Context: an optimization exercise on an open-source flow, tuned for small area, a short achievable clock period and few clock cycles per item. The choices shown serve that exercise and are no tape-out recipe. Function was not checked in any run shown here: the RTL went through the layout flow alone. Power is estimated from default activity; no workload was simulated.

--- design/flow/flow/run.sh ---
#!/bin/bash
set -euo pipefail
MARGIN=$(cat flow/margin.txt)
bash standard.sh SETUP_SLACK_MARGIN=$MARGIN finish > orfs_make.log 2>&1
--- design/flow/flow/margin.txt ---
5.8
--- design/flow/standard.sh ---
#!/bin/bash
# synth_recipe.tcl (not shown) runs the flow's synth.tcl, then flattens the netlist and writes it again
# the make line also repeats each setting of config.mk as NAME=value (left out here)
make -C /OpenROAD-flow-scripts/flow DESIGN_CONFIG=/design/flow/config.mk WORK_HOME=/design/flow/orfs CLKGATE_MAP_FILE= SYNTH_SCRIPT=/design/flow/synth_recipe.tcl "${@:-finish}"
--- design/flow/config.mk ---
export PLATFORM = sky130hd
export DESIGN_NAME = mvm_accum
export DESIGN_NICKNAME = mvm_accum
export VERILOG_FILES = /design/flow/design.v
export SDC_FILE = /design/flow/constraint.sdc
export NUM_CORES = 4
export LEC_CHECK = 0
export CAP_MARGIN = 20
export CORE_MARGIN = 2
export CORE_UTILIZATION = 40
export SLEW_MARGIN = 20
export SYNTH_HIERARCHICAL = 1
--- design/flow/constraint.sdc ---
create_clock -name core_clock -period 9.0 [get_ports {clk}]
set_input_delay 1.8000 -clock core_clock [delete_from_list [all_inputs] [get_ports {clk}]]
set_output_delay 1.8000 -clock core_clock [all_outputs]
set_load 0.01 [all_outputs]
--- design/flow/design.v ---
package mvm_accum_pkg;
    localparam int unsigned DEF_VP   = 3;
    localparam int unsigned DEF_EP   = 3;
    localparam int unsigned DEF_WI_X = 4;
    localparam int unsigned DEF_WF_X = 12;
    localparam int unsigned DEF_WI_W = 4;
    localparam int unsigned DEF_WF_W = 12;
    localparam int unsigned DEF_WI_O = 4;
    localparam int unsigned DEF_WF_O = 12;
endpackage
module mvm_lane (
    input  logic        clk,
    input  logic        acc_b,    
    input  logic        first_b,  
    input  logic [7:0]  eneg,     
    input  logic [7:0]  eone,     
    input  logic [7:0]  etwo,     
    input  logic [15:0] w_in,     
    input  logic        o_load,   
    output logic [15:0] data,
    output logic        ovf
);
    localparam logic [32:0] K = 33'h100010800;   
    logic        first, v;
    logic [7:0]  bneg, bone, btwo;
    logic [15:0] w;
    always_ff @(posedge clk) begin
        v     <= acc_b;
        first <= first_b;
        bneg  <= eneg & {8{acc_b}};
        bone  <= eone & {8{acc_b}};
        btwo  <= etwo & {8{acc_b}};
        w     <= w_in;
    end
    logic [32:0] acc_s, acc_c;
    logic [32:0] as_i, ac_i;
    logic [32:0] ns, nc;
    assign as_i = first ? K : acc_s;
    assign ac_i = first ? 33'd0 : acc_c;
    wire [16:0] pp0;
    wire [16:0] pp1;
    wire [16:0] pp2;
    wire [16:0] pp3;
    wire [16:0] pp4;
    wire [16:0] pp5;
    wire [16:0] pp6;
    wire [16:0] pp7;
    wire [16:0] m0 = ({17{bone[0]}} & {w[15], w}) | ({17{btwo[0]}} & {w, 1'b0});
    assign pp0 = {v & ~(m0[16] ^ bneg[0]), m0[15:0] ^ {16{bneg[0]}}};
    wire [16:0] m1 = ({17{bone[1]}} & {w[15], w}) | ({17{btwo[1]}} & {w, 1'b0});
    assign pp1 = {v & ~(m1[16] ^ bneg[1]), m1[15:0] ^ {16{bneg[1]}}};
    wire [16:0] m2 = ({17{bone[2]}} & {w[15], w}) | ({17{btwo[2]}} & {w, 1'b0});
    assign pp2 = {v & ~(m2[16] ^ bneg[2]), m2[15:0] ^ {16{bneg[2]}}};
    wire [16:0] m3 = ({17{bone[3]}} & {w[15], w}) | ({17{btwo[3]}} & {w, 1'b0});
    assign pp3 = {v & ~(m3[16] ^ bneg[3]), m3[15:0] ^ {16{bneg[3]}}};
    wire [16:0] m4 = ({17{bone[4]}} & {w[15], w}) | ({17{btwo[4]}} & {w, 1'b0});
    assign pp4 = {v & ~(m4[16] ^ bneg[4]), m4[15:0] ^ {16{bneg[4]}}};
    wire [16:0] m5 = ({17{bone[5]}} & {w[15], w}) | ({17{btwo[5]}} & {w, 1'b0});
    assign pp5 = {v & ~(m5[16] ^ bneg[5]), m5[15:0] ^ {16{bneg[5]}}};
    wire [16:0] m6 = ({17{bone[6]}} & {w[15], w}) | ({17{btwo[6]}} & {w, 1'b0});
    assign pp6 = {v & ~(m6[16] ^ bneg[6]), m6[15:0] ^ {16{bneg[6]}}};
    wire [16:0] m7 = ({17{bone[7]}} & {w[15], w}) | ({17{btwo[7]}} & {w, 1'b0});
    assign pp7 = {v & ~(m7[16] ^ bneg[7]), m7[15:0] ^ {16{bneg[7]}}};
    wire h0s, h0c;
    mvm_ha u_h0 (.a(bneg[6]), .b(as_i[12]), .s(h0s), .co(h0c));
    wire h1s, h1c;
    mvm_ha u_h1 (.a(as_i[13]), .b(ac_i[13]), .s(h1s), .co(h1c));
    wire t2s, t2c;
    mvm_fa u_t2 (.a(bneg[7]), .b(as_i[14]), .c(ac_i[14]), .s(t2s), .co(t2c));
    wire h3s, h3c;
    mvm_ha u_h3 (.a(pp0[14]), .b(pp1[12]), .s(h3s), .co(h3c));
    wire t4s, t4c;
    mvm_fa u_t4 (.a(as_i[15]), .b(ac_i[15]), .c(pp0[15]), .s(t4s), .co(t4c));
    wire h5s, h5c;
    mvm_ha u_h5 (.a(pp1[13]), .b(pp2[11]), .s(h5s), .co(h5c));
    wire t6s, t6c;
    mvm_fa u_t6 (.a(as_i[16]), .b(ac_i[16]), .c(pp0[16]), .s(t6s), .co(t6c));
    wire h7s, h7c;
    mvm_ha u_h7 (.a(pp1[14]), .b(pp2[12]), .s(h7s), .co(h7c));
    wire t8s, t8c;
    mvm_fa u_t8 (.a(as_i[17]), .b(ac_i[17]), .c(pp1[15]), .s(t8s), .co(t8c));
    wire h9s, h9c;
    mvm_ha u_h9 (.a(as_i[18]), .b(ac_i[18]), .s(h9s), .co(h9c));
    wire h10s, h10c;
    mvm_ha u_h10 (.a(bneg[3]), .b(as_i[6]), .s(h10s), .co(h10c));
    wire h11s, h11c;
    mvm_ha u_h11 (.a(as_i[7]), .b(ac_i[7]), .s(h11s), .co(h11c));
    wire t12s, t12c;
    mvm_fa u_t12 (.a(bneg[4]), .b(as_i[8]), .c(ac_i[8]), .s(t12s), .co(t12c));
    wire h13s, h13c;
    mvm_ha u_h13 (.a(pp0[8]), .b(pp1[6]), .s(h13s), .co(h13c));
    wire t14s, t14c;
    mvm_fa u_t14 (.a(as_i[9]), .b(ac_i[9]), .c(pp0[9]), .s(t14s), .co(t14c));
    wire h15s, h15c;
    mvm_ha u_h15 (.a(pp1[7]), .b(pp2[5]), .s(h15s), .co(h15c));
    wire t16s, t16c;
    mvm_fa u_t16 (.a(bneg[5]), .b(as_i[10]), .c(ac_i[10]), .s(t16s), .co(t16c));
    wire t17s, t17c;
    mvm_fa u_t17 (.a(pp0[10]), .b(pp1[8]), .c(pp2[6]), .s(t17s), .co(t17c));
    wire h18s, h18c;
    mvm_ha u_h18 (.a(pp3[4]), .b(pp4[2]), .s(h18s), .co(h18c));
    wire t19s, t19c;
    mvm_fa u_t19 (.a(as_i[11]), .b(ac_i[11]), .c(pp0[11]), .s(t19s), .co(t19c));
    wire t20s, t20c;
    mvm_fa u_t20 (.a(pp1[9]), .b(pp2[7]), .c(pp3[5]), .s(t20s), .co(t20c));
    wire h21s, h21c;
    mvm_ha u_h21 (.a(pp4[3]), .b(pp5[1]), .s(h21s), .co(h21c));
    wire t22s, t22c;
    mvm_fa u_t22 (.a(ac_i[12]), .b(pp0[12]), .c(pp1[10]), .s(t22s), .co(t22c));
    wire t23s, t23c;
    mvm_fa u_t23 (.a(pp2[8]), .b(pp3[6]), .c(pp4[4]), .s(t23s), .co(t23c));
    wire t24s, t24c;
    mvm_fa u_t24 (.a(pp5[2]), .b(pp6[0]), .c(h0s), .s(t24s), .co(t24c));
    wire t25s, t25c;
    mvm_fa u_t25 (.a(pp0[13]), .b(pp1[11]), .c(pp2[9]), .s(t25s), .co(t25c));
    wire t26s, t26c;
    mvm_fa u_t26 (.a(pp3[7]), .b(pp4[5]), .c(pp5[3]), .s(t26s), .co(t26c));
    wire t27s, t27c;
    mvm_fa u_t27 (.a(pp6[1]), .b(h0c), .c(h1s), .s(t27s), .co(t27c));
    wire t28s, t28c;
    mvm_fa u_t28 (.a(pp2[10]), .b(pp3[8]), .c(pp4[6]), .s(t28s), .co(t28c));
    wire t29s, t29c;
    mvm_fa u_t29 (.a(pp5[4]), .b(pp6[2]), .c(pp7[0]), .s(t29s), .co(t29c));
    wire t30s, t30c;
    mvm_fa u_t30 (.a(h1c), .b(t2s), .c(h3s), .s(t30s), .co(t30c));
    wire t31s, t31c;
    mvm_fa u_t31 (.a(pp3[9]), .b(pp4[7]), .c(pp5[5]), .s(t31s), .co(t31c));
    wire t32s, t32c;
    mvm_fa u_t32 (.a(pp6[3]), .b(pp7[1]), .c(h3c), .s(t32s), .co(t32c));
    wire t33s, t33c;
    mvm_fa u_t33 (.a(h5s), .b(t4s), .c(t2c), .s(t33s), .co(t33c));
    wire t34s, t34c;
    mvm_fa u_t34 (.a(pp3[10]), .b(pp4[8]), .c(pp5[6]), .s(t34s), .co(t34c));
    wire t35s, t35c;
    mvm_fa u_t35 (.a(pp6[4]), .b(pp7[2]), .c(h5c), .s(t35s), .co(t35c));
    wire t36s, t36c;
    mvm_fa u_t36 (.a(h7s), .b(t6s), .c(t4c), .s(t36s), .co(t36c));
    wire t37s, t37c;
    mvm_fa u_t37 (.a(pp2[13]), .b(pp3[11]), .c(pp4[9]), .s(t37s), .co(t37c));
    wire t38s, t38c;
    mvm_fa u_t38 (.a(pp5[7]), .b(pp6[5]), .c(pp7[3]), .s(t38s), .co(t38c));
    wire t39s, t39c;
    mvm_fa u_t39 (.a(h7c), .b(t8s), .c(t6c), .s(t39s), .co(t39c));
    wire t40s, t40c;
    mvm_fa u_t40 (.a(pp1[16]), .b(pp2[14]), .c(pp3[12]), .s(t40s), .co(t40c));
    wire t41s, t41c;
    mvm_fa u_t41 (.a(pp4[10]), .b(pp5[8]), .c(pp6[6]), .s(t41s), .co(t41c));
    wire t42s, t42c;
    mvm_fa u_t42 (.a(pp7[4]), .b(h9s), .c(t8c), .s(t42s), .co(t42c));
    wire t43s, t43c;
    mvm_fa u_t43 (.a(as_i[19]), .b(ac_i[19]), .c(pp2[15]), .s(t43s), .co(t43c));
    wire t44s, t44c;
    mvm_fa u_t44 (.a(pp3[13]), .b(pp4[11]), .c(pp5[9]), .s(t44s), .co(t44c));
    wire t45s, t45c;
    mvm_fa u_t45 (.a(pp6[7]), .b(pp7[5]), .c(h9c), .s(t45s), .co(t45c));
    wire t46s, t46c;
    mvm_fa u_t46 (.a(as_i[20]), .b(ac_i[20]), .c(pp2[16]), .s(t46s), .co(t46c));
    wire t47s, t47c;
    mvm_fa u_t47 (.a(pp3[14]), .b(pp4[12]), .c(pp5[10]), .s(t47s), .co(t47c));
    wire h48s, h48c;
    mvm_ha u_h48 (.a(pp6[8]), .b(pp7[6]), .s(h48s), .co(h48c));
    wire t49s, t49c;
    mvm_fa u_t49 (.a(as_i[21]), .b(ac_i[21]), .c(pp3[15]), .s(t49s), .co(t49c));
    wire t50s, t50c;
    mvm_fa u_t50 (.a(pp4[13]), .b(pp5[11]), .c(pp6[9]), .s(t50s), .co(t50c));
    wire t51s, t51c;
    mvm_fa u_t51 (.a(as_i[22]), .b(ac_i[22]), .c(pp3[16]), .s(t51s), .co(t51c));
    wire h52s, h52c;
    mvm_ha u_h52 (.a(pp4[14]), .b(pp5[12]), .s(h52s), .co(h52c));
    wire t53s, t53c;
    mvm_fa u_t53 (.a(as_i[23]), .b(ac_i[23]), .c(pp4[15]), .s(t53s), .co(t53c));
    wire h54s, h54c;
    mvm_ha u_h54 (.a(as_i[24]), .b(ac_i[24]), .s(h54s), .co(h54c));
    wire h55s, h55c;
    mvm_ha u_h55 (.a(bneg[1]), .b(as_i[2]), .s(h55s), .co(h55c));
    wire h56s, h56c;
    mvm_ha u_h56 (.a(as_i[3]), .b(ac_i[3]), .s(h56s), .co(h56c));
    wire t57s, t57c;
    mvm_fa u_t57 (.a(bneg[2]), .b(as_i[4]), .c(ac_i[4]), .s(t57s), .co(t57c));
    wire h58s, h58c;
    mvm_ha u_h58 (.a(pp0[4]), .b(pp1[2]), .s(h58s), .co(h58c));
    wire t59s, t59c;
    mvm_fa u_t59 (.a(as_i[5]), .b(ac_i[5]), .c(pp0[5]), .s(t59s), .co(t59c));
    wire h60s, h60c;
    mvm_ha u_h60 (.a(pp1[3]), .b(pp2[1]), .s(h60s), .co(h60c));
    wire t61s, t61c;
    mvm_fa u_t61 (.a(ac_i[6]), .b(pp0[6]), .c(pp1[4]), .s(t61s), .co(t61c));
    wire t62s, t62c;
    mvm_fa u_t62 (.a(pp2[2]), .b(pp3[0]), .c(h10s), .s(t62s), .co(t62c));
    wire t63s, t63c;
    mvm_fa u_t63 (.a(pp0[7]), .b(pp1[5]), .c(pp2[3]), .s(t63s), .co(t63c));
    wire t64s, t64c;
    mvm_fa u_t64 (.a(pp3[1]), .b(h10c), .c(h11s), .s(t64s), .co(t64c));
    wire t65s, t65c;
    mvm_fa u_t65 (.a(pp2[4]), .b(pp3[2]), .c(pp4[0]), .s(t65s), .co(t65c));
    wire t66s, t66c;
    mvm_fa u_t66 (.a(h11c), .b(t12s), .c(h13s), .s(t66s), .co(t66c));
    wire t67s, t67c;
    mvm_fa u_t67 (.a(pp3[3]), .b(pp4[1]), .c(h13c), .s(t67s), .co(t67c));
    wire t68s, t68c;
    mvm_fa u_t68 (.a(h15s), .b(t14s), .c(t12c), .s(t68s), .co(t68c));
    wire t69s, t69c;
    mvm_fa u_t69 (.a(pp5[0]), .b(h15c), .c(t16s), .s(t69s), .co(t69c));
    wire t70s, t70c;
    mvm_fa u_t70 (.a(h18s), .b(t17s), .c(t14c), .s(t70s), .co(t70c));
    wire t71s, t71c;
    mvm_fa u_t71 (.a(h18c), .b(h21s), .c(t19s), .s(t71s), .co(t71c));
    wire t72s, t72c;
    mvm_fa u_t72 (.a(t16c), .b(t20s), .c(t17c), .s(t72s), .co(t72c));
    wire t73s, t73c;
    mvm_fa u_t73 (.a(h21c), .b(t22s), .c(t23s), .s(t73s), .co(t73c));
    wire t74s, t74c;
    mvm_fa u_t74 (.a(t19c), .b(t20c), .c(t24s), .s(t74s), .co(t74c));
    wire t75s, t75c;
    mvm_fa u_t75 (.a(t25s), .b(t26s), .c(t22c), .s(t75s), .co(t75c));
    wire t76s, t76c;
    mvm_fa u_t76 (.a(t23c), .b(t27s), .c(t24c), .s(t76s), .co(t76c));
    wire t77s, t77c;
    mvm_fa u_t77 (.a(t28s), .b(t29s), .c(t25c), .s(t77s), .co(t77c));
    wire t78s, t78c;
    mvm_fa u_t78 (.a(t26c), .b(t27c), .c(t30s), .s(t78s), .co(t78c));
    wire t79s, t79c;
    mvm_fa u_t79 (.a(t31s), .b(t28c), .c(t29c), .s(t79s), .co(t79c));
    wire t80s, t80c;
    mvm_fa u_t80 (.a(t32s), .b(t33s), .c(t30c), .s(t80s), .co(t80c));
    wire t81s, t81c;
    mvm_fa u_t81 (.a(t34s), .b(t31c), .c(t35s), .s(t81s), .co(t81c));
    wire t82s, t82c;
    mvm_fa u_t82 (.a(t32c), .b(t36s), .c(t33c), .s(t82s), .co(t82c));
    wire t83s, t83c;
    mvm_fa u_t83 (.a(t37s), .b(t38s), .c(t34c), .s(t83s), .co(t83c));
    wire t84s, t84c;
    mvm_fa u_t84 (.a(t35c), .b(t39s), .c(t36c), .s(t84s), .co(t84c));
    wire t85s, t85c;
    mvm_fa u_t85 (.a(t40s), .b(t41s), .c(t37c), .s(t85s), .co(t85c));
    wire t86s, t86c;
    mvm_fa u_t86 (.a(t38c), .b(t42s), .c(t39c), .s(t86s), .co(t86c));
    wire t87s, t87c;
    mvm_fa u_t87 (.a(t43s), .b(t44s), .c(t40c), .s(t87s), .co(t87c));
    wire t88s, t88c;
    mvm_fa u_t88 (.a(t41c), .b(t45s), .c(t42c), .s(t88s), .co(t88c));
    wire t89s, t89c;
    mvm_fa u_t89 (.a(h48s), .b(t46s), .c(t47s), .s(t89s), .co(t89c));
    wire t90s, t90c;
    mvm_fa u_t90 (.a(t43c), .b(t44c), .c(t45c), .s(t90s), .co(t90c));
    wire t91s, t91c;
    mvm_fa u_t91 (.a(pp7[7]), .b(h48c), .c(t49s), .s(t91s), .co(t91c));
    wire t92s, t92c;
    mvm_fa u_t92 (.a(t50s), .b(t46c), .c(t47c), .s(t92s), .co(t92c));
    wire t93s, t93c;
    mvm_fa u_t93 (.a(pp6[10]), .b(pp7[8]), .c(h52s), .s(t93s), .co(t93c));
    wire t94s, t94c;
    mvm_fa u_t94 (.a(t51s), .b(t49c), .c(t50c), .s(t94s), .co(t94c));
    wire t95s, t95c;
    mvm_fa u_t95 (.a(pp5[13]), .b(pp6[11]), .c(pp7[9]), .s(t95s), .co(t95c));
    wire t96s, t96c;
    mvm_fa u_t96 (.a(h52c), .b(t53s), .c(t51c), .s(t96s), .co(t96c));
    wire t97s, t97c;
    mvm_fa u_t97 (.a(pp4[16]), .b(pp5[14]), .c(pp6[12]), .s(t97s), .co(t97c));
    wire t98s, t98c;
    mvm_fa u_t98 (.a(pp7[10]), .b(h54s), .c(t53c), .s(t98s), .co(t98c));
    wire t99s, t99c;
    mvm_fa u_t99 (.a(as_i[25]), .b(ac_i[25]), .c(pp5[15]), .s(t99s), .co(t99c));
    wire t100s, t100c;
    mvm_fa u_t100 (.a(pp6[13]), .b(pp7[11]), .c(h54c), .s(t100s), .co(t100c));
    wire t101s, t101c;
    mvm_fa u_t101 (.a(as_i[26]), .b(ac_i[26]), .c(pp5[16]), .s(t101s), .co(t101c));
    wire h102s, h102c;
    mvm_ha u_h102 (.a(pp6[14]), .b(pp7[12]), .s(h102s), .co(h102c));
    wire t103s, t103c;
    mvm_fa u_t103 (.a(as_i[27]), .b(ac_i[27]), .c(pp6[15]), .s(t103s), .co(t103c));
    wire h104s, h104c;
    mvm_ha u_h104 (.a(as_i[28]), .b(ac_i[28]), .s(h104s), .co(h104c));
    wire h105s, h105c;
    mvm_ha u_h105 (.a(bneg[0]), .b(as_i[0]), .s(h105s), .co(h105c));
    wire h106s, h106c;
    mvm_ha u_h106 (.a(as_i[1]), .b(ac_i[1]), .s(h106s), .co(h106c));
    wire t107s, t107c;
    mvm_fa u_t107 (.a(ac_i[2]), .b(pp0[2]), .c(pp1[0]), .s(t107s), .co(t107c));
    wire t108s, t108c;
    mvm_fa u_t108 (.a(pp0[3]), .b(pp1[1]), .c(h55c), .s(t108s), .co(t108c));
    wire t109s, t109c;
    mvm_fa u_t109 (.a(pp2[0]), .b(h56c), .c(t57s), .s(t109s), .co(t109c));
    wire t110s, t110c;
    mvm_fa u_t110 (.a(h58c), .b(h60s), .c(t59s), .s(t110s), .co(t110c));
    wire t111s, t111c;
    mvm_fa u_t111 (.a(h60c), .b(t61s), .c(t59c), .s(t111s), .co(t111c));
    wire t112s, t112c;
    mvm_fa u_t112 (.a(t63s), .b(t61c), .c(t64s), .s(t112s), .co(t112c));
    wire t113s, t113c;
    mvm_fa u_t113 (.a(t65s), .b(t63c), .c(t64c), .s(t113s), .co(t113c));
    wire t114s, t114c;
    mvm_fa u_t114 (.a(t65c), .b(t67s), .c(t68s), .s(t114s), .co(t114c));
    wire t115s, t115c;
    mvm_fa u_t115 (.a(t69s), .b(t67c), .c(t68c), .s(t115s), .co(t115c));
    wire t116s, t116c;
    mvm_fa u_t116 (.a(t71s), .b(t69c), .c(t72s), .s(t116s), .co(t116c));
    wire t117s, t117c;
    mvm_fa u_t117 (.a(t71c), .b(t73s), .c(t74s), .s(t117s), .co(t117c));
    wire t118s, t118c;
    mvm_fa u_t118 (.a(t75s), .b(t73c), .c(t74c), .s(t118s), .co(t118c));
    wire t119s, t119c;
    mvm_fa u_t119 (.a(t77s), .b(t75c), .c(t78s), .s(t119s), .co(t119c));
    wire t120s, t120c;
    mvm_fa u_t120 (.a(t79s), .b(t77c), .c(t80s), .s(t120s), .co(t120c));
    wire t121s, t121c;
    mvm_fa u_t121 (.a(t81s), .b(t79c), .c(t82s), .s(t121s), .co(t121c));
    wire t122s, t122c;
    mvm_fa u_t122 (.a(t83s), .b(t81c), .c(t84s), .s(t122s), .co(t122c));
    wire t123s, t123c;
    mvm_fa u_t123 (.a(t85s), .b(t83c), .c(t86s), .s(t123s), .co(t123c));
    wire t124s, t124c;
    mvm_fa u_t124 (.a(t87s), .b(t85c), .c(t88s), .s(t124s), .co(t124c));
    wire t125s, t125c;
    mvm_fa u_t125 (.a(t89s), .b(t87c), .c(t90s), .s(t125s), .co(t125c));
    wire t126s, t126c;
    mvm_fa u_t126 (.a(t91s), .b(t92s), .c(t89c), .s(t126s), .co(t126c));
    wire t127s, t127c;
    mvm_fa u_t127 (.a(t93s), .b(t91c), .c(t94s), .s(t127s), .co(t127c));
    wire t128s, t128c;
    mvm_fa u_t128 (.a(t95s), .b(t96s), .c(t93c), .s(t128s), .co(t128c));
    wire t129s, t129c;
    mvm_fa u_t129 (.a(t97s), .b(t95c), .c(t98s), .s(t129s), .co(t129c));
    wire t130s, t130c;
    mvm_fa u_t130 (.a(t99s), .b(t97c), .c(t100s), .s(t130s), .co(t130c));
    wire t131s, t131c;
    mvm_fa u_t131 (.a(h102s), .b(t101s), .c(t99c), .s(t131s), .co(t131c));
    wire t132s, t132c;
    mvm_fa u_t132 (.a(pp7[13]), .b(h102c), .c(t103s), .s(t132s), .co(t132c));
    wire t133s, t133c;
    mvm_fa u_t133 (.a(pp6[16]), .b(pp7[14]), .c(h104s), .s(t133s), .co(t133c));
    wire t134s, t134c;
    mvm_fa u_t134 (.a(as_i[29]), .b(ac_i[29]), .c(pp7[15]), .s(t134s), .co(t134c));
    wire h135s, h135c;
    mvm_ha u_h135 (.a(as_i[30]), .b(ac_i[30]), .s(h135s), .co(h135c));
    wire h136s, h136c;
    mvm_ha u_h136 (.a(ac_i[0]), .b(pp0[0]), .s(h136s), .co(h136c));
    wire t137s, t137c;
    mvm_fa u_t137 (.a(pp0[1]), .b(h105c), .c(h106s), .s(t137s), .co(t137c));
    wire t138s, t138c;
    mvm_fa u_t138 (.a(h106c), .b(h55s), .c(t107s), .s(t138s), .co(t138c));
    wire t139s, t139c;
    mvm_fa u_t139 (.a(h56s), .b(t107c), .c(t108s), .s(t139s), .co(t139c));
    wire t140s, t140c;
    mvm_fa u_t140 (.a(h58s), .b(t108c), .c(t109s), .s(t140s), .co(t140c));
    wire t141s, t141c;
    mvm_fa u_t141 (.a(t57c), .b(t110s), .c(t109c), .s(t141s), .co(t141c));
    wire t142s, t142c;
    mvm_fa u_t142 (.a(t62s), .b(t110c), .c(t111s), .s(t142s), .co(t142c));
    wire t143s, t143c;
    mvm_fa u_t143 (.a(t62c), .b(t112s), .c(t111c), .s(t143s), .co(t143c));
    wire t144s, t144c;
    mvm_fa u_t144 (.a(t66s), .b(t113s), .c(t112c), .s(t144s), .co(t144c));
    wire t145s, t145c;
    mvm_fa u_t145 (.a(t66c), .b(t114s), .c(t113c), .s(t145s), .co(t145c));
    wire t146s, t146c;
    mvm_fa u_t146 (.a(t70s), .b(t115s), .c(t114c), .s(t146s), .co(t146c));
    wire t147s, t147c;
    mvm_fa u_t147 (.a(t70c), .b(t116s), .c(t115c), .s(t147s), .co(t147c));
    wire t148s, t148c;
    mvm_fa u_t148 (.a(t72c), .b(t117s), .c(t116c), .s(t148s), .co(t148c));
    wire t149s, t149c;
    mvm_fa u_t149 (.a(t76s), .b(t118s), .c(t117c), .s(t149s), .co(t149c));
    wire t150s, t150c;
    mvm_fa u_t150 (.a(t76c), .b(t119s), .c(t118c), .s(t150s), .co(t150c));
    wire t151s, t151c;
    mvm_fa u_t151 (.a(t78c), .b(t120s), .c(t119c), .s(t151s), .co(t151c));
    wire t152s, t152c;
    mvm_fa u_t152 (.a(t80c), .b(t121s), .c(t120c), .s(t152s), .co(t152c));
    wire t153s, t153c;
    mvm_fa u_t153 (.a(t82c), .b(t122s), .c(t121c), .s(t153s), .co(t153c));
    wire t154s, t154c;
    mvm_fa u_t154 (.a(t84c), .b(t123s), .c(t122c), .s(t154s), .co(t154c));
    wire t155s, t155c;
    mvm_fa u_t155 (.a(t86c), .b(t124s), .c(t123c), .s(t155s), .co(t155c));
    wire t156s, t156c;
    mvm_fa u_t156 (.a(t125s), .b(t88c), .c(t124c), .s(t156s), .co(t156c));
    wire t157s, t157c;
    mvm_fa u_t157 (.a(t90c), .b(t126s), .c(t125c), .s(t157s), .co(t157c));
    wire t158s, t158c;
    mvm_fa u_t158 (.a(t92c), .b(t127s), .c(t126c), .s(t158s), .co(t158c));
    wire t159s, t159c;
    mvm_fa u_t159 (.a(t94c), .b(t128s), .c(t127c), .s(t159s), .co(t159c));
    wire t160s, t160c;
    mvm_fa u_t160 (.a(t96c), .b(t129s), .c(t128c), .s(t160s), .co(t160c));
    wire t161s, t161c;
    mvm_fa u_t161 (.a(t130s), .b(t98c), .c(t129c), .s(t161s), .co(t161c));
    wire t162s, t162c;
    mvm_fa u_t162 (.a(t100c), .b(t131s), .c(t130c), .s(t162s), .co(t162c));
    wire t163s, t163c;
    mvm_fa u_t163 (.a(t101c), .b(t132s), .c(t131c), .s(t163s), .co(t163c));
    wire t164s, t164c;
    mvm_fa u_t164 (.a(t103c), .b(t133s), .c(t132c), .s(t164s), .co(t164c));
    wire t165s, t165c;
    mvm_fa u_t165 (.a(h104c), .b(t134s), .c(t133c), .s(t165s), .co(t165c));
    wire t166s, t166c;
    mvm_fa u_t166 (.a(pp7[16]), .b(h135s), .c(t134c), .s(t166s), .co(t166c));
    wire t167s, t167c;
    mvm_fa u_t167 (.a(as_i[31]), .b(ac_i[31]), .c(h135c), .s(t167s), .co(t167c));
    wire h168s, h168c;
    mvm_ha u_h168 (.a(as_i[32]), .b(ac_i[32]), .s(h168s), .co(h168c));
    assign ns[0] = h136s;
    assign ns[1] = h136c;
    assign ns[2] = t137c;
    assign ns[3] = t138c;
    assign ns[4] = t139c;
    assign ns[5] = t140c;
    assign ns[6] = t141c;
    assign ns[7] = t142c;
    assign ns[8] = t143c;
    assign ns[9] = t144c;
    assign ns[10] = t145c;
    assign ns[11] = t146c;
    assign ns[12] = t147c;
    assign ns[13] = t148c;
    assign ns[14] = t149c;
    assign ns[15] = t150c;
    assign ns[16] = t151c;
    assign ns[17] = t152c;
    assign ns[18] = t153c;
    assign ns[19] = t154c;
    assign ns[20] = t155c;
    assign ns[21] = t156c;
    assign ns[22] = t157c;
    assign ns[23] = t158c;
    assign ns[24] = t159c;
    assign ns[25] = t160c;
    assign ns[26] = t161c;
    assign ns[27] = t162c;
    assign ns[28] = t163c;
    assign ns[29] = t164c;
    assign ns[30] = t165c;
    assign ns[31] = t166c;
    assign ns[32] = t167c;
    assign nc[0] = h105s;
    assign nc[1] = t137s;
    assign nc[2] = t138s;
    assign nc[3] = t139s;
    assign nc[4] = t140s;
    assign nc[5] = t141s;
    assign nc[6] = t142s;
    assign nc[7] = t143s;
    assign nc[8] = t144s;
    assign nc[9] = t145s;
    assign nc[10] = t146s;
    assign nc[11] = t147s;
    assign nc[12] = t148s;
    assign nc[13] = t149s;
    assign nc[14] = t150s;
    assign nc[15] = t151s;
    assign nc[16] = t152s;
    assign nc[17] = t153s;
    assign nc[18] = t154s;
    assign nc[19] = t155s;
    assign nc[20] = t156s;
    assign nc[21] = t157s;
    assign nc[22] = t158s;
    assign nc[23] = t159s;
    assign nc[24] = t160s;
    assign nc[25] = t161s;
    assign nc[26] = t162s;
    assign nc[27] = t163s;
    assign nc[28] = t164s;
    assign nc[29] = t165s;
    assign nc[30] = t166s;
    assign nc[31] = t167s;
    assign nc[32] = h168s;
    wire [32:0] tot = acc_s + acc_c;    
    wire inr = (tot[32:27] == 6'b000000) || (tot[32:27] == 6'b111111);
    always_ff @(posedge clk) begin
        acc_s <= ns;
        acc_c <= nc;
        if (o_load) begin
            data <= inr ? tot[27:12] : (tot[32] ? 16'h8000 : 16'h7fff);
            ovf  <= ~inr;
        end
    end
endmodule
module mvm_fa (input logic a, b, c, output logic s, co);
    assign s  = a ^ b ^ c;
    assign co = (a & b) | (a & c) | (b & c);
endmodule
module mvm_ha (input logic a, b, output logic s, co);
    assign s  = a ^ b;
    assign co = a & b;
endmodule
module mvm_accum (
    input  logic        clk,
    input  logic        rst,
    input  logic        clr,
    input  logic        s_valid,
    output logic        s_ready,
    input  logic [15:0] s_x,
    input  logic [47:0] s_w,
    output logic        m_valid,
    input  logic        m_ready,
    output logic [47:0] m_data,
    output logic [2:0]  m_ovf
);
    logic [1:0] bc;           
    logic       iv;           
    logic       ilast;        
    logic       afull;        
    wire acc_b  = s_valid & s_ready & ~clr;
    wire o_load = afull & (~m_valid | m_ready);
    wire [1:0] bc_n    = clr ? 2'd0 : acc_b ? ((bc == 2'd2) ? 2'd0 : bc + 2'd1) : bc;
    wire       afull_n = ~clr & ((iv & ilast) | (afull & ~o_load));
    wire       mval_n  = ~clr & (o_load | (m_valid & ~m_ready));
    wire [16:0] xe = {s_x, 1'b0};
    logic [7:0] eneg, eone, etwo;
    always_comb begin
        for (int i = 0; i < 8; i++) begin
            eneg[i] = xe[2*i+2] & ~(xe[2*i+1] & xe[2*i]);
            eone[i] = xe[2*i+1] ^ xe[2*i];
            etwo[i] = (xe[2*i+2] & ~xe[2*i+1] & ~xe[2*i]) | (~xe[2*i+2] & xe[2*i+1] & xe[2*i]);
        end
    end
    always_ff @(posedge clk or posedge rst) begin
        if (rst) begin
            bc      <= 2'd0;
            iv      <= 1'b0;
            ilast   <= 1'b0;
            afull   <= 1'b0;
            m_valid <= 1'b0;
            s_ready <= 1'b1;
        end else begin
            bc      <= bc_n;
            iv      <= acc_b;
            ilast   <= acc_b & (bc == 2'd2);
            afull   <= afull_n;
            m_valid <= mval_n;
            s_ready <= (bc_n != 2'd0) | (~mval_n & ~afull_n);
        end
    end
    for (genvar l = 0; l < 3; l++) begin : g_lane
        mvm_lane u_lane (
            .clk    (clk),
            .acc_b  (acc_b),
            .first_b(acc_b & (bc == 2'd0)),
            .eneg   (eneg),
            .eone   (eone),
            .etwo   (etwo),
            .w_in   (s_w[(2-l)*16 +: 16]),
            .o_load (o_load),
            .data   (m_data[(2-l)*16 +: 16]),
            .ovf    (m_ovf[l])
        );
    end
endmodule
==> results.env, run 1 <==
FINAL_DESIGN_AREA_NO_FILL_MM2=0.0391
LAYOUT_FILLER_CELL_COUNT=7363
VIAS=24048
MOST-COMMON-LAYOUT-CELLS='sky130_fd_sc_hd__xnor2_1 (410), sky130_fd_sc_hd__fa_1 (410), sky130_fd_sc_hd__a22oi_1 (343), sky130_fd_sc_hd__dfxtp_1 (205), sky130_fd_sc_hd__nor2b_1 (193)'
REG2REG_SLACK_NS=5.68
GRT_FIRST_PASS_WIRELENGTH_UM=150000
NUM-NETS-FINAL=3778
CLOCK_INSERTION_DELAY_WORST_SKEW_NS=0.62
WL_PER_CELL_UM=22.6
TRITONCTS='done'
CLK_PIN_SLEW_NS=0.06
GRT_MAX_DEGREE=77
CTS_BUFFER_DEPTH=3
CLOCK_SINK_COUNT=382
ROWS=105
TIGHTEST_SLEW_NS=0.992
MAX_CAP_VIOL_COUNT=0
DRC_ERRORS=0
GRT.TOTAL_USAGE=0.224
HOLDCRITPATHCLASS='reg2reg'
ANT_NETS=0
SETUP_TNS_NS=0
SYN_AREA_MM2=0.0329
HOLDCRITSTARTPOINT='ilast$_DFF_PP0_'
GRT_ANTENNA_BEFORE_REPAIR=4
FMAX_GHz=0.301
POSTROUTEWIRELENGTH_UM=95400
CLOCK_BUFFER_COUNT_FROM_CTS=49
FLOORPLAN.DIE_AREA_MM2=0.0846
BOUNDARYPINS=122
CRITPATHCAPTURETYPE='flip-flop'
HOLD-PATH-CELL-COUNT=2
INITIAL_CORE_UTIL=0.403
FIRST_PASS_ITERS=5
SYNTH.AREA.TOP_CELLS='sky130_fd_sc_hd__fa_1 (26%), sky130_fd_sc_hd__dfxtp_1 (20%), sky130_fd_sc_hd__xnor2_1 (11%)'
SYNTH_NETS=3757
WORSTHOLDENDPOINT='afull$_DFF_PP0_'
ARRIVAL_NS=3.80
SETUP_CRIT_START='g_lane[0].u_lane.btwo[0]$_DFF_P_'
CTS_MAX_LEVEL=2
VIAS_IN_THE_FIRST_GLOBAL_ROUTE=25707
AVGSYNTHCELLAREA_UM2=10.7
DIEWIDTH_UM=291
DETAILED_PLACE_HPWL_UM=68500
YS_DOMINANT_REG_CELL='sky130_fd_sc_hd__dfxtp_1'
GRT_SETUP_UNREPAIRED='yes'
FINAL_MAX_SLEW_VIOL_COUNT=0
INSERTEDDIODECOUNT=0
WORST-SETUP-PATH-TYPE='reg2reg'
SYNTH_TOP_AREA_SHARE=0.261
SYN_INST=3081
POST-ROUTE-PERIOD-UTIL=0.369
CELLPOWERDENSITY_mW_PER_MM2=322
STATUS='no timing/DRC/antenna violations'
WORST-ENDPOINT-REQUIRED_NS=9.48
SYN2LAYOUT_AREA_GROWTH_PCT=18.8
CORE_FOOTPRINT_MM2=0.0817
POST_SYNTH_NUM_CELL_TYPES=65
GP_CONGESTION=0.906
CTS_ROOT_BUFFER='sky130_fd_sc_hd__clkbuf_16'
NUMBER_OF_VIOLATIONS_REPORTED_AT_THE_END_OF_DETAILED_ROUTING_ITERATION_0=1972
WORST_R2R_PATH_DEPTH=8
CRITICAL_PATH_SOURCE_TYPE='flip-flop'
EDFF_COUNT_SYNTH=51
POST_ROUTE_CELLS_DRIVE_ABOVE_1_SHARE=0.185
POSTSYNTH.ASYNCRESETSHARE=0.0183
TIMING.RR.START='g_lane[0].u_lane.btwo[0]$_DFF_P_'
PATH_MAX_FANOUT=4
GRT_OVERFLOW_TOTAL=0
YOSYSWARNINGS=8
REPORT.FINAL.HOLD_VIOL_COUNT=0
ROUTE.DETAILED.VIAS_PER_INST=5.71
CTS.HOLD.BUFFERS_ADDED=0
MAX-VDD-IR-DROP_mV=0.168
SETUP_VIOL=0
MAXSLEWHEADROOM=0.331
PORT_BUFFERS=121
POST-ROUTE-MIN-PERIOD_NS=3.32
SYNTH_SEQ_CELLS=382
SYNTH-SEQ-AREA-SHARE=0.249
HEIGHT_OF_THE_CHIP_UM=291
TIMING.RR.END='g_lane[0].u_lane.acc_c[16]$_DFF_P_'
WORST_CLOCK_SKEW_NS=0.0275
POWER.STATIC_LEAKAGE_nW=15.2
PLACEDINSTANCEAREA_MM2=0.0346
SYNTH_AREA_LEADER='sky130_fd_sc_hd__fa_1'
==> layer usage <==
layer / share of wire / wire length [µm] / global-route usage
met5: 0.00042 / 40 / 0
met4: 0.028 / 2640 / 0.0714
met3: 0.078 / 7470 / 0.0509
met2: 0.48 / 45500 / 0.364
met1: 0.42 / 39700 / 0.295
==> metrics by stage <==
| step | total power, W | setup WS, ns | instances | hold WS (ns) | utilization |
|---|---|---|---|---|---|
| after floorplan | 0.00770 | 5.68 | 3081 | 0.454 | - |
| after detailed placement | 0.00946 | 4.71 | 4013 | 0.546 | 0.423 |
| final | 0.0126 | 5.68 | 4212 | 0.544 | 0.478 |
| after CTS | 0.0121 | 5.65 | 4178 | 0.553 | 0.463 |
| after global placement | 0.00919 | 4.77 | 4013 | 0.515 | 0.423 |
| after global routing | 0.0137 | 5.56 | 4212 | 0.585 | 0.478 |
==> worst max-delay path by stage <==
| stage | to |
|---|---|
| 2_1_floorplan | g_lane[0].u_lane.acc_c[15]$_DFF_P_ |
| 3_3_place_gp | g_lane[0].u_lane.data[4]$_DFFE_PP_ |
| 3_5_place_dp | g_lane[0].u_lane.data[5]$_DFFE_PP_ |
| 4_1_cts | g_lane[1].u_lane.acc_c[16]$_DFF_P_ |
| 5_1_grt | g_lane[2].u_lane.acc_c[15]$_DFF_P_ |
| 6_report | g_lane[0].u_lane.acc_c[16]$_DFF_P_ |
==> per-module statistics from Yosys (local to each module, per instance) <==
module | area, µm² | cells
mvm_lane | 7590 | 836
mvm_ha | 12.5 | 1
mvm_fa | 20.0 | 1
mvm_accum | 577 | 66
==> report_power, final <==
| group | internal, W | leakage, nW | switching (W) |
|---|---|---|---|
| logic | 0.00367 | 11.1 | 0.00411 |
| registers | 0.00235 | 3.30 | 0.000450 |
| clock network | 0.00117 | 0.798 | 0.000830 |
| total | 0.00719 | 15.2 | 0.00539 |
==> synthesized netlist by cell type, drive strengths merged (4+ instances only) <==
cell	n
fa	429
xnor2	420
a22oi	363
dfxtp	324
clkbuf	253
nor2b	204
ha	178
nand2	115
a21oi	101
and2	99
o21ai	94
nor2	60
o21bai	57
edfxtp	51
xor2	48
a21o	42
nand4	36
buf	24
nor3	18
inv	13
nor4	13
and3	12
o21a	12
nand2b	9
or2	9
nand3	7
nand4b	7
a211o	6
a211oi	6
a31oi	6
dfrtp	6
nand3b	6
mux2i	4
==> sequential cells by signal, indices dropped and copies added (netlist names) <==
name,flops
g_lane.u_lane.acc_c,99
g_lane.u_lane.acc_s,99
g_lane.u_lane.data,48
g_lane.u_lane.w,48
g_lane.u_lane.bneg,24
g_lane.u_lane.bone,24
g_lane.u_lane.btwo,24
g_lane.u_lane.first,3
g_lane.u_lane.ovf,3
g_lane.u_lane.v,3
bc,2
afull,1
ilast,1
iv,1
m_valid,1
s_ready,1
==> cells by family (layout without fill, tap and decap cells) <==
kind of cell,after synthesis,in the layout,synth area share
buffers and inverters,290,349,0.0346
xor gates and xnor gates,468,468,0.125
adders and majority gates,607,607,0.329
AOI/OAI and AO/OA,718,718,0.153
muxes,4,4,0.00122
and+or+nand+nor,612,614,0.109
DFF,382,382,0.249
==> worst max-delay path, cell delays in order, from the launching register on <==
cell	delay [ns]
sky130_fd_sc_hd__dfxtp_4	0.36
sky130_fd_sc_hd__o21ai_2	0.15
sky130_fd_sc_hd__xor2_1	0.16
sky130_fd_sc_hd__and2_4	0.17
sky130_fd_sc_hd__fa_1	0.40
sky130_fd_sc_hd__fa_1	0.53
sky130_fd_sc_hd__fa_1	0.44
sky130_fd_sc_hd__fa_1	0.55
sky130_fd_sc_hd__fa_2	0.44
==> final cells by class <==
| type | instances | area [µm²] | share of cell area |
|---|---|---|---|
| Clock buffer | 62 | 1370 | 0.0350 |
| Clock inverter | 29 | 279 | 0.00714 |
| Inverter | 13 | 48.8 | 0.00125 |
| Multi-Input combinational cell | 2411 | 25100 | 0.641 |
| Sequential cell | 382 | 8560 | 0.219 |
| Tap cell | 1070 | 1340 | 0.0342 |
| Timing Repair Buffer | 245 | 2440 | 0.0625 |
==> timing repair <==
item / 4_1_cts / 5_1_grt
setup buffers: 66 / 32
endpoints found under the hold margin: 0 / 0
pin swaps: 71 / 116
cloned: 8 / 2
gates resized for setup: 348 / 217
setup endpoints to repair: 195 / 110
==> inputs of run 2 (changes only) <==
--- a/design/flow/config.mk
+++ b/design/flow/config.mk
@@ -8,5 +8,6 @@
 export CAP_MARGIN = 20
 export CORE_MARGIN = 2
 export CORE_UTILIZATION = 40
+export CTS_BUF_LIST = sky130_fd_sc_hd__clkbuf_8
 export SLEW_MARGIN = 20
 export SYNTH_HIERARCHICAL = 1
==> results.env, run 2 <==
GRT_SETUP_UNREPAIRED='yes'  # unchanged
LONGEST_INDIVIDUAL_STAGE_DELAY_ON_THE_WORST_PATH_NS=0.59  # was 0.55 ns
WORST_R2R_PATH_DEPTH=8  # unchanged
DIEWIDTH_UM=291  # unchanged
SW_FRAC_OF_TOTAL=0.435  # was 0.428
MAX_CAP_VIOL_COUNT=0  # unchanged
CP_NUM_BUF_INV=1  # was 0
FLOORPLAN.DIE_AREA_MM2=0.0846  # unchanged
MOST-COMMON-LAYOUT-CELLS='sky130_fd_sc_hd__xnor2_1 (409), sky130_fd_sc_hd__fa_1 (404), sky130_fd_sc_hd__a22oi_1 (345), sky130_fd_sc_hd__dfxtp_1 (211), sky130_fd_sc_hd__nor2b_1 (196)'  # was sky130_fd_sc_hd__xnor2_1 (410), sky130_fd_sc_hd__fa_1 (410), sky130_fd_sc_hd__a22oi_1 (343), sky130_fd_sc_hd__dfxtp_1 (205), sky130_fd_sc_hd__nor2b_1 (193)
EDFF_COUNT_SYNTH=51  # unchanged
SYNTH_SEQ_CELLS=382  # unchanged
COUNT_LEADER_SYNTH='sky130_fd_sc_hd__fa_1'  # unchanged
HEIGHT_OF_THE_CHIP_UM=291  # unchanged
POWER.TOTAL_W=0.0123  # was 0.0126 W
SYN2LAYOUT_AREA_GROWTH_PCT=18.4  # was 18.8%
CTS.HOLD.BUFFERS_ADDED=0  # unchanged
POST-ROUTE-PERIOD-UTIL=0.378  # was 0.369
DRC_ERRORS=0  # unchanged
TIMING.CRITICAL_PATH.CELLS='buf_6, a22oi_2, xnor2_2, fa_1, fa_1, fa_1, fa_1, fa_2'  # was o21ai_2, xor2_1, and2_4, fa_1, fa_1, fa_1, fa_1, fa_2
VIAS=24195  # was 24,048
WORSTHOLDENDPOINT='afull$_DFF_PP0_'  # unchanged
SLOWEST_CELL_ON_THE_CRITICAL_PATH='sky130_fd_sc_hd__fa_1'  # unchanged
CLOCK_INSERTION_DELAY_WORST_SKEW_NS=0.69  # was 0.62 ns
SYNTH-SEQ-AREA-SHARE=0.249  # unchanged
SYN_AREA_MM2=0.0329  # unchanged
CRITICAL_PATH_SOURCE_TYPE='flip-flop'  # unchanged
GRT_MAX_DEGREE=77  # unchanged
AVGSYNTHCELLAREA_UM2=10.7  # unchanged
YS_DOMINANT_REG_CELL='sky130_fd_sc_hd__dfxtp_1'  # unchanged
TIMING.RR.END='g_lane[2].u_lane.acc_c[15]$_DFF_P_'  # was g_lane[0].u_lane.acc_c[16]$_DFF_P_
DETAILED_PLACE_HPWL_UM=68500  # unchanged
FMAX_GHz=0.294  # was 0.301 GHz
LARGEST_REGISTERS='g_lane.u_lane.acc_c x99, g_lane.u_lane.acc_s x99'  # unchanged
SETUP_TNS_NS=0  # unchanged
POST_SYNTH_NUM_CELL_TYPES=65  # unchanged
MET1_LENGTH_UM=39800  # was 39,700 µm
POST_ROUTE_CELLS_DRIVE_ABOVE_1_SHARE=0.193  # was 0.185
CORE_FOOTPRINT_MM2=0.0817  # unchanged
REG2REG_SLACK_NS=5.60  # was 5.68 ns
SYNTH_TOP_AREA_SHARE=0.261  # unchanged
CTS_MAX_LEVEL=3  # was 2
GRT_FIRST_PASS_WIRELENGTH_UM=150000  # about the same
INITIAL_CORE_UTIL=0.403  # unchanged
FINISH.UTILIZATION=0.477  # was 0.478
GRT_ANTENNA_BEFORE_REPAIR=5  # was 4
PATH_COMMON_CELL='sky130_fd_sc_hd__fa_1'  # unchanged
YOSYSWARNINGS=8  # unchanged
SYNTH_NETS=3757  # unchanged
COMBINATIONALPOWERSHARE=0.629  # was 0.619
POWER.SEQUENTIAL.FRACTION=0.229  # was 0.223
CTS_ROOT_BUFFER='sky130_fd_sc_hd__clkbuf_8'  # was sky130_fd_sc_hd__clkbuf_16
POSTROUTEWIRELENGTH_UM=96000  # was 95,400 µm
SYNTH_AREA_LEADER='sky130_fd_sc_hd__fa_1'  # unchanged
PLACE.DETAILED.INSTANCES=4013  # unchanged
ROUTE.DETAILED.VIAS_PER_INST=5.68  # was 5.71
WORST-ENDPOINT-REQUIRED_NS=9.53  # was 9.48 ns
CP_TOP_FAMILY='adder cells'  # unchanged
HOLDCRITSTARTPOINT='ilast$_DFF_PP0_'  # unchanged
SYN_INST=3081  # unchanged
CRITPATHCAPTURETYPE='flip-flop'  # unchanged
FINISH.CELL_COUNT_WITHOUT_FILLERS=4257  # was 4,212
TRITONCTS='done'  # unchanged
INTERNAL-POWER_W=0.00693  # was 0.00719 W
VIAS_IN_THE_FIRST_GLOBAL_ROUTE=25993  # was 25,707
POWER_FRAC_CLOCK=0.142  # was 0.159
WORST-SETUP-PATH-TYPE='reg2reg'  # unchanged
NET-SWITCHING-POWER_W=0.00533  # was 0.00539 W
MAXSLEWHEADROOM=0.346  # was 0.331
POWER.STATIC_LEAKAGE_nW=15.2  # about the same
HOLD-PATH-CELL-COUNT=2  # unchanged
FINAL_MAX_SLEW_VIOL_COUNT=0  # unchanged
FIN_HOLD_WS_NS=0.544  # about the same
REPORT.FINAL.HOLD_VIOL_COUNT=0  # unchanged
PORT_BUFFERS=121  # unchanged
NUM-NETS-FINAL=3811  # was 3,778
GRT_OVERFLOW_TOTAL=0  # unchanged
MAX-VDD-IR-DROP_mV=0.141  # was 0.168 mV
SETUP_VIOL=0  # unchanged
HOLDCRITPATHCLASS='reg2reg'  # unchanged
NUMBER_OF_VIOLATIONS_REPORTED_AT_THE_END_OF_DETAILED_ROUTING_ITERATION_0=2122  # was 1,972
CELLPOWERDENSITY_mW_PER_MM2=315  # was 322 mW/mm²
CLOCK_SINK_COUNT=382  # unchanged
ROUTED.TOP_LAYER='met5'  # unchanged
SYNTH.AREA.TOP_CELLS='sky130_fd_sc_hd__fa_1 (26%), sky130_fd_sc_hd__dfxtp_1 (20%), sky130_fd_sc_hd__xnor2_1 (11%)'  # unchanged
TIGHTEST_SLEW_NS=0.971  # was 0.992 ns
WL_MET3_UM=7790  # was 7470 µm
POSTSYNTH.ASYNCRESETSHARE=0.0183  # unchanged
TIMING.RR.START='g_lane[2].u_lane.bone[0]$_DFF_P_'  # was g_lane[0].u_lane.btwo[0]$_DFF_P_
CLK_PIN_SLEW_NS=0.06  # about the same
CLOCK_BUFFER_COUNT_FROM_CTS=75  # was 49
FIRST_PASS_ITERS=5  # unchanged
PATH_MAX_FANOUT=3  # was 4
ARRIVAL_NS=3.93  # was 3.80 ns
LAYOUT_FILLER_CELL_COUNT=7332  # was 7,363
POST-ROUTE-MIN-PERIOD_NS=3.40  # was 3.32 ns
ROWS=105  # unchanged
FINAL_COMMON_CELL='sky130_fd_sc_hd__xnor2_1'
DR_WL_MET2_UM=45500  # about the same
STATUS='no timing/DRC/antenna violations'  # unchanged
POST_SYNTH_MOST_FREQUENT_CELLS='sky130_fd_sc_hd__fa_1 (429), sky130_fd_sc_hd__xnor2_1 (420), sky130_fd_sc_hd__a22oi_1 (363), sky130_fd_sc_hd__dfxtp_1 (324), sky130_fd_sc_hd__clkbuf_1 (253)'  # unchanged
CTS_BUFFER_DEPTH=3  # unchanged
WORST_CLOCK_SKEW_NS=0.0540  # was 0.0275 ns
GP_CONGESTION=0.906  # unchanged
BOUNDARYPINS=122  # unchanged
ANT_NETS=0  # unchanged
WL_PER_CELL_UM=22.5  # was 22.6 µm
GRT.TOTAL_USAGE=0.226  # was 0.224
## run 2: changes by cell type in the layout (fill, tap and decap cells not counted), moves of 8 or more
cell and change:
sky130_fd_sc_hd__ha_1 -10, sky130_fd_sc_hd__inv_1 +25, sky130_fd_sc_hd__clkbuf_16 -51, sky130_fd_sc_hd__clkbuf_8 +80, sky130_fd_sc_hd__clkdlybuf4s15_1 +16, sky130_fd_sc_hd__buf_4 +8
sky130_fd_sc_hd__dlygate4sd2_1 -21
## run 2: power groups by stage
stage / Clock [W] / Combinational (W) / Sequential (W)
floorplan: 0 / 0.00517 / 0.00253
global placement: 0 / 0.00643 / 0.00276
detailed placement: 0 / 0.00670 / 0.00276
CTS: 0.00181 / 0.00723 / 0.00275
global route: 0.00188 / 0.00862 / 0.00285
finish: 0.00175 / 0.00771 / 0.00281
## run 2: worst max-delay path by stage
stage / from / endpoint / slack, ns / cells past startpoint
2_1_floorplan: g_lane[0].u_lane.w[14]$_DFF_P_ / g_lane[0].u_lane.acc_c[15]$_DFF_P_ / 5.68 / 9
3_3_place_gp: g_lane[0].u_lane.acc_s[17]$_DFF_P_ / g_lane[0].u_lane.data[4]$_DFFE_PP_ / 4.77 / 11
3_5_place_dp: g_lane[0].u_lane.acc_s[17]$_DFF_P_ / g_lane[0].u_lane.data[5]$_DFFE_PP_ / 4.71 / 11
4_1_cts: g_lane[2].u_lane.w[12]$_DFF_P_ / g_lane[2].u_lane.acc_c[16]$_DFF_P_ / 5.62 / 7
5_1_grt: g_lane[2].u_lane.w[15]$_DFF_P_ / g_lane[2].u_lane.acc_c[15]$_DFF_P_ / 5.51 / 8
6_report: g_lane[2].u_lane.bone[0]$_DFF_P_ / g_lane[2].u_lane.acc_c[15]$_DFF_P_ / 5.60 / 8
## run 2: kinds of logic (layout without fill, tap and decap cells)
| group | after synthesis | count (layout) | synth area share |
|---|---|---|---|
| AO/OA/AOI/OAI | 718 | 718 | 0.153 |
| AND/OR/NAND/NOR | 612 | 614 | 0.109 |
| adder cells (fa/ha/maj) | 607 | 607 | 0.329 |
| XOR/XNOR | 468 | 468 | 0.125 |
| flip-flops | 382 | 382 | 0.249 |
| buffers and inverters | 290 | 392 | 0.0346 |
| multiplexers | 4 | 4 | 0.00122 |
| other | 0 | 2 | 0 |
## run 2: timing repair
item	4_1_cts	5_1_grt
buffers inserted	76	30
hold endpoints to repair	0	0
gates cloned	8	1
gates resized for setup	363	238
pin swaps	65	120
setup endpoints to repair	196	106
## run 2: cell type report
cell class	instances	area [µm²]	share of cell area
Tap cell	1070	1340	0.0344
Antenna cell	2	5.00	0.000128
Clock inverter	40	254	0.00652
Clock buffer	87	1200	0.0307
Multi-Input combinational cell	2411	25100	0.644
Sequential cell	382	8550	0.219
Timing Repair Buffer	252	2490	0.0639
Inverter	13	48.8	0.00125
## run 2: metrics by stage
step	setup slack (ns)	instance area (µm²)
floorplan	5.68	33300
global placement	4.77	34600
detailed placement	4.71	34600
CTS	5.62	37700
global route	5.51	39000
finish	5.60	39000
## run 2: layer usage
layer	vias to the layer above	global-route usage
met5	-	0
met1	12248	0.293
met4	6	0.0794
met3	193	0.0552
li1	10750	-
met2	998	0.366
## run 2: worst reg2reg max path, stage by stage, from the launching register on
cell and delay [ns]:
sky130_fd_sc_hd__dfxtp_4 0.36, sky130_fd_sc_hd__buf_6 0.12, sky130_fd_sc_hd__a22oi_2 0.16, sky130_fd_sc_hd__xnor2_2 0.15
sky130_fd_sc_hd__fa_1 0.45, sky130_fd_sc_hd__fa_1 0.53, sky130_fd_sc_hd__fa_1 0.45, sky130_fd_sc_hd__fa_1 0.59
sky130_fd_sc_hd__fa_2 0.44
## run 2: modules after synthesis (local to each module, per instance)
| module | copies in the design | area [µm²] | cells | flops+latches |
|---|---|---|---|---|
| mvm_lane | 3 | 7590 | 836 | 125 |
| mvm_accum | 1 | 577 | 66 | 7 |
| mvm_ha | 78 | 12.5 | 1 | 0 |
| mvm_fa | 429 | 20.0 | 1 | 0 |
==> inputs of run 3 (changes only) <==
--- a/design/flow/design.v
+++ b/design/flow/design.v
@@ -300,17 +300,17 @@
     wire t118s, t118c;
     mvm_fa u_t118 (.a(t75s), .b(t73c), .c(t74c), .s(t118s), .co(t118c));
     wire t119s, t119c;
-    mvm_fa u_t119 (.a(t77s), .b(t75c), .c(t78s), .s(t119s), .co(t119c));
+    mvm_ffa u_t119 (.a(t77s), .b(t75c), .c(t78s), .s(t119s), .co(t119c));
     wire t120s, t120c;
-    mvm_fa u_t120 (.a(t79s), .b(t77c), .c(t80s), .s(t120s), .co(t120c));
+    mvm_ffa u_t120 (.a(t79s), .b(t77c), .c(t80s), .s(t120s), .co(t120c));
     wire t121s, t121c;
-    mvm_fa u_t121 (.a(t81s), .b(t79c), .c(t82s), .s(t121s), .co(t121c));
+    mvm_ffa u_t121 (.a(t81s), .b(t79c), .c(t82s), .s(t121s), .co(t121c));
     wire t122s, t122c;
-    mvm_fa u_t122 (.a(t83s), .b(t81c), .c(t84s), .s(t122s), .co(t122c));
+    mvm_ffa u_t122 (.a(t83s), .b(t81c), .c(t84s), .s(t122s), .co(t122c));
     wire t123s, t123c;
-    mvm_fa u_t123 (.a(t85s), .b(t83c), .c(t86s), .s(t123s), .co(t123c));
+    mvm_ffa u_t123 (.a(t85s), .b(t83c), .c(t86s), .s(t123s), .co(t123c));
     wire t124s, t124c;
-    mvm_fa u_t124 (.a(t87s), .b(t85c), .c(t88s), .s(t124s), .co(t124c));
+    mvm_ffa u_t124 (.a(t87s), .b(t85c), .c(t88s), .s(t124s), .co(t124c));
     wire t125s, t125c;
     mvm_fa u_t125 (.a(t89s), .b(t87c), .c(t90s), .s(t125s), .co(t125c));
     wire t126s, t126c;
@@ -360,25 +360,25 @@
     wire t148s, t148c;
     mvm_fa u_t148 (.a(t72c), .b(t117s), .c(t116c), .s(t148s), .co(t148c));
     wire t149s, t149c;
-    mvm_fa u_t149 (.a(t76s), .b(t118s), .c(t117c), .s(t149s), .co(t149c));
+    mvm_ffa u_t149 (.a(t76s), .b(t118s), .c(t117c), .s(t149s), .co(t149c));
     wire t150s, t150c;
-    mvm_fa u_t150 (.a(t76c), .b(t119s), .c(t118c), .s(t150s), .co(t150c));
+    mvm_ffa u_t150 (.a(t76c), .b(t119s), .c(t118c), .s(t150s), .co(t150c));
     wire t151s, t151c;
-    mvm_fa u_t151 (.a(t78c), .b(t120s), .c(t119c), .s(t151s), .co(t151c));
+    mvm_ffa u_t151 (.a(t78c), .b(t120s), .c(t119c), .s(t151s), .co(t151c));
     wire t152s, t152c;
-    mvm_fa u_t152 (.a(t80c), .b(t121s), .c(t120c), .s(t152s), .co(t152c));
+    mvm_ffa u_t152 (.a(t80c), .b(t121s), .c(t120c), .s(t152s), .co(t152c));
     wire t153s, t153c;
-    mvm_fa u_t153 (.a(t82c), .b(t122s), .c(t121c), .s(t153s), .co(t153c));
+    mvm_ffa u_t153 (.a(t82c), .b(t122s), .c(t121c), .s(t153s), .co(t153c));
     wire t154s, t154c;
-    mvm_fa u_t154 (.a(t84c), .b(t123s), .c(t122c), .s(t154s), .co(t154c));
+    mvm_ffa u_t154 (.a(t84c), .b(t123s), .c(t122c), .s(t154s), .co(t154c));
     wire t155s, t155c;
-    mvm_fa u_t155 (.a(t86c), .b(t124s), .c(t123c), .s(t155s), .co(t155c));
+    mvm_ffa u_t155 (.a(t86c), .b(t124s), .c(t123c), .s(t155s), .co(t155c));
     wire t156s, t156c;
-    mvm_fa u_t156 (.a(t125s), .b(t88c), .c(t124c), .s(t156s), .co(t156c));
+    mvm_ffa u_t156 (.a(t125s), .b(t88c), .c(t124c), .s(t156s), .co(t156c));
     wire t157s, t157c;
-    mvm_fa u_t157 (.a(t90c), .b(t126s), .c(t125c), .s(t157s), .co(t157c));
+    mvm_ffa u_t157 (.a(t90c), .b(t126s), .c(t125c), .s(t157s), .co(t157c));
     wire t158s, t158c;
-    mvm_fa u_t158 (.a(t92c), .b(t127s), .c(t126c), .s(t158s), .co(t158c));
+    mvm_ffa u_t158 (.a(t92c), .b(t127s), .c(t126c), .s(t158s), .co(t158c));
     wire t159s, t159c;
     mvm_fa u_t159 (.a(t94c), .b(t128s), .c(t127c), .s(t159s), .co(t159c));
     wire t160s, t160c;
@@ -480,6 +480,18 @@
     assign s  = a ^ b ^ c;
     assign co = (a & b) | (a & c) | (b & c);
 endmodule
+module mvm_ffa (input logic a, b, c, output logic s, co);
+    logic p;
+    mvm_xor2 u_p (.a(a), .b(b), .y(p));
+    mvm_xor2 u_s (.a(p), .b(c), .y(s));
+    mvm_maj3 u_c (.a(a), .b(b), .c(c), .y(co));
+endmodule
+module mvm_xor2 (input logic a, b, output logic y);
+    assign y = a ^ b;
+endmodule
+module mvm_maj3 (input logic a, b, c, output logic y);
+    assign y = (a & b) | (a & c) | (b & c);
+endmodule
 module mvm_ha (input logic a, b, output logic s, co);
     assign s  = a ^ b;
     assign co = a & b;
@@ -501,8 +513,10 @@
     logic       iv;           
     logic       ilast;        
     logic       afull;        
+    logic       s_busy;       
+    assign s_ready = ~s_busy;
     wire acc_b  = s_valid & s_ready & ~clr;
-    wire o_load = afull & (~m_valid | m_ready);
+    wire o_load = afull & ~m_valid;
     wire [1:0] bc_n    = clr ? 2'd0 : acc_b ? ((bc == 2'd2) ? 2'd0 : bc + 2'd1) : bc;
     wire       afull_n = ~clr & ((iv & ilast) | (afull & ~o_load));
     wire       mval_n  = ~clr & (o_load | (m_valid & ~m_ready));
@@ -522,14 +536,14 @@
             ilast   <= 1'b0;
             afull   <= 1'b0;
             m_valid <= 1'b0;
-            s_ready <= 1'b1;
+            s_busy  <= 1'b0;
         end else begin
             bc      <= bc_n;
             iv      <= acc_b;
             ilast   <= acc_b & (bc == 2'd2);
             afull   <= afull_n;
             m_valid <= mval_n;
-            s_ready <= (bc_n != 2'd0) | (~mval_n & ~afull_n);
+            s_busy  <= (bc_n == 2'd0) & (mval_n | afull_n);
         end
     end
     for (genvar l = 0; l < 3; l++) begin : g_lane
==> design/flow/flow/run.sh (replaced) <==
#!/bin/bash
set -euo pipefail
mapfile -t KNOBS < <(grep -v '^\s*\(#\|$\)' flow/knobs.txt)
bash standard.sh "${KNOBS[@]}" finish > orfs_make.log 2>&1
==> design/flow/flow/knobs.txt (new file) <==
SETUP_SLACK_MARGIN=5.8
MATCH_CELL_FOOTPRINT=0
BUFFER_PORTS_ARGS=-buffer_cell sky130_fd_sc_hd__buf_2
--- a/design/flow/config.mk
+++ b/design/flow/config.mk
@@ -8,6 +8,5 @@
 export CAP_MARGIN = 20
 export CORE_MARGIN = 2
 export CORE_UTILIZATION = 40
-export CTS_BUF_LIST = sky130_fd_sc_hd__clkbuf_8
 export SLEW_MARGIN = 20
 export SYNTH_HIERARCHICAL = 1
removed: design/flow/flow/margin.txt
==> results.env, run 3 <==
STATUS='no timing/DRC/antenna violations'  # unchanged
GRT_ANTENNA_BEFORE_REPAIR=13  # was 5
TIMING.CRITICAL_PATH.CELLS='ha_2, nand2_1, o21ai_0, nand4_1, o311a_1, o31a_1, nor4bb_2, o22ai_2, nor4_4, buf_4, nor2_4, clkbuf_16, o21bai_1'  # was buf_6, a22oi_2, xnor2_2, fa_1, fa_1, fa_1, fa_1, fa_2
WORST-SETUP-PATH-TYPE='reg2reg'  # unchanged
SYNTH_TOP_AREA_SHARE=0.229  # was 0.261
GP_CONGESTION=0.896  # was 0.906
SETUP_VIOL=0  # unchanged
FMAX_GHz=0.314  # was 0.294 GHz
DETAILED_PLACE_HPWL_UM=66900  # was 68,500 µm
FLOORPLAN.DIE_AREA_MM2=0.0857  # was 0.0846 mm²
INITIAL_CORE_UTIL=0.405  # was 0.403
SYNTH_AREA_LEADER='sky130_fd_sc_hd__fa_1'  # unchanged
CORE_FOOTPRINT_MM2=0.0822  # was 0.0817 mm²
SYN2LAYOUT_AREA_GROWTH_PCT=13.4  # was 18.4%
MULTI_INPUT_COMB_AREA_MM2=0.0249  # was 0.0251 mm²
FINAL_MAX_SLEW_VIOL_COUNT=0  # unchanged
POST_SYNTH_MOST_FREQUENT_CELLS='sky130_fd_sc_hd__xnor2_1 (420), sky130_fd_sc_hd__fa_1 (381), sky130_fd_sc_hd__a22oi_1 (364), sky130_fd_sc_hd__dfxtp_1 (324), sky130_fd_sc_hd__clkbuf_1 (253)'  # was sky130_fd_sc_hd__fa_1 (429), sky130_fd_sc_hd__xnor2_1 (420), sky130_fd_sc_hd__a22oi_1 (363), sky130_fd_sc_hd__dfxtp_1 (324), sky130_fd_sc_hd__clkbuf_1 (253)
VIAS=24006  # was 24,195
WORST-ENDPOINT-REQUIRED_NS=9.45  # was 9.53 ns
GRT_OVERFLOW_TOTAL=0  # unchanged
PATH_MAX_FANOUT=8  # was 3
EDFF_COUNT_SYNTH=51  # unchanged
YS_DOMINANT_REG_CELL='sky130_fd_sc_hd__dfxtp_1'  # unchanged
-- run 3: changes by cell type in the layout (fill, tap and decap cells not counted), sizes merged, moves of 3 or more --
cell and change:
xor2 +96, buf +77, clkdlybuf4s50 -68, fa -48, maj3 +48, dlygate4sd2 -31
inv -21, clkdlybuf4s15 -19, clkbuf -13, bufbuf -5, diode +4, nand2 -4
clkinv +3
-- run 3: kinds of logic (layout without fill, tap and decap cells) --
family	count (synthesis)	count (layout)	synth area share
compound gates	719	719	0.152
mux	5	5	0.00154
xor+xnor	564	564	0.148
other cells	0	6	0
buf+inv	292	315	0.0346
simple gates	607	608	0.107
fa+ha+maj	607	607	0.312
flops	382	382	0.246
-- run 3: critical path: cells and delay by family (launching register included) --
family,cells,cell delay (ns)
compound gates,5,0.87
flops,1,0.33
simple gates,5,1.05
fa+ha+maj,1,0.42
buf+inv,2,0.34
-- run 3: Yosys stat by module (local to each module, per instance), excerpt --
module | flip-flops and latches | area (µm²) | copies in the design
mvm_lane | 125 | 7590 | 3
mvm_accum | 7 | 584 | 1
mvm_fa | 0 | 20.0 | 381
mvm_ha | 0 | 12.5 | 78
mvm_maj3 | 0 | 11.3 | 48
mvm_xor2 | 0 | 8.76 | 96
-- run 3: area by class of cell --
class,count,share of cell area
Antenna cell,6,0.000397
Clock buffer,69,0.0376
Clock inverter,21,0.00672
Inverter,14,0.00139
Multi-Input combinational cell,2503,0.657
Sequential cell,382,0.223
Tap cell,1070,0.0354
Timing Repair Buffer,211,0.0383
-- run 3: through the flow --
step / util / worst slack (ns) / power [W] / cells
6_report: 0.460 / 5.82 / 0.0128 / 4276
5_1_grt: 0.460 / 5.69 / 0.0140 / 4273
4_1_cts: 0.445 / 5.72 / 0.0124 / 4217
3_5_place_dp: 0.418 / 5.40 / 0.0100 / 4114
3_3_place_gp: 0.418 / 5.47 / 0.00994 / 4114
2_1_floorplan: - / 5.79 / 0.00838 / 3176
-- run 3: report_power, final --
group          internal [W]  switching [W]  total [W]
logic               0.00378        0.00425    0.00803
registers           0.00236       0.000421    0.00278
clock network       0.00122       0.000816    0.00204
total               0.00736        0.00549     0.0128
-- run 3: layer usage --
| metal | GRT usage | vias to the layer above | wire length (µm) |
|---|---|---|---|
| li1 | - | 10954 | - |
| met1 | 0.300 | 12073 | 41200 |
| met2 | 0.328 | 837 | 42000 |
| met3 | 0.0433 | 130 | 6750 |
| met4 | 0.0570 | 12 | 2210 |
| met5 | 0 | - | 74 |
-- run 3: what timing repair did --
item                       4_1_cts  5_1_grt
resized for setup              154      167
hold buffers                     0        0
pin swaps                       13       74
setup endpoints to repair      141       99
setup buffers                   12       48
cloned                           1        5
-- run 3: worst max-delay path by stage --
stage | start | to | slack, ns | cells past startpoint
detailed placement | g_lane[1].u_lane.bneg[0]$_DFF_P_ | g_lane[1].u_lane.acc_s[18]$_DFF_P_ | 5.40 | 7
floorplan | g_lane[0].u_lane.bneg[2]$_DFF_P_ | g_lane[0].u_lane.acc_c[12]$_DFF_P_ | 5.79 | 7
CTS | g_lane[1].u_lane.first$_DFF_P_ | g_lane[1].u_lane.acc_s[18]$_DFF_P_ | 5.72 | 7
global placement | g_lane[1].u_lane.bneg[1]$_DFF_P_ | g_lane[1].u_lane.acc_c[17]$_DFF_P_ | 5.47 | 7
finish | g_lane[1].u_lane.acc_c[19]$_DFF_P_ | g_lane[1].u_lane.data[11]$_DFFE_PP_ | 5.82 | 13
global route | g_lane[1].u_lane.acc_s[1]$_DFF_P_ | g_lane[1].u_lane.data[12]$_DFFE_PP_ | 5.69 | 14

Check on run 3: ideal ports give 5.818 ns setup slack; a clkbuf_16 on the clock port and buf_2 on the inputs give 5.818 ns; moving port delays by the midpoint clock arrival (0.668 ns) as well gives 5.818 ns.
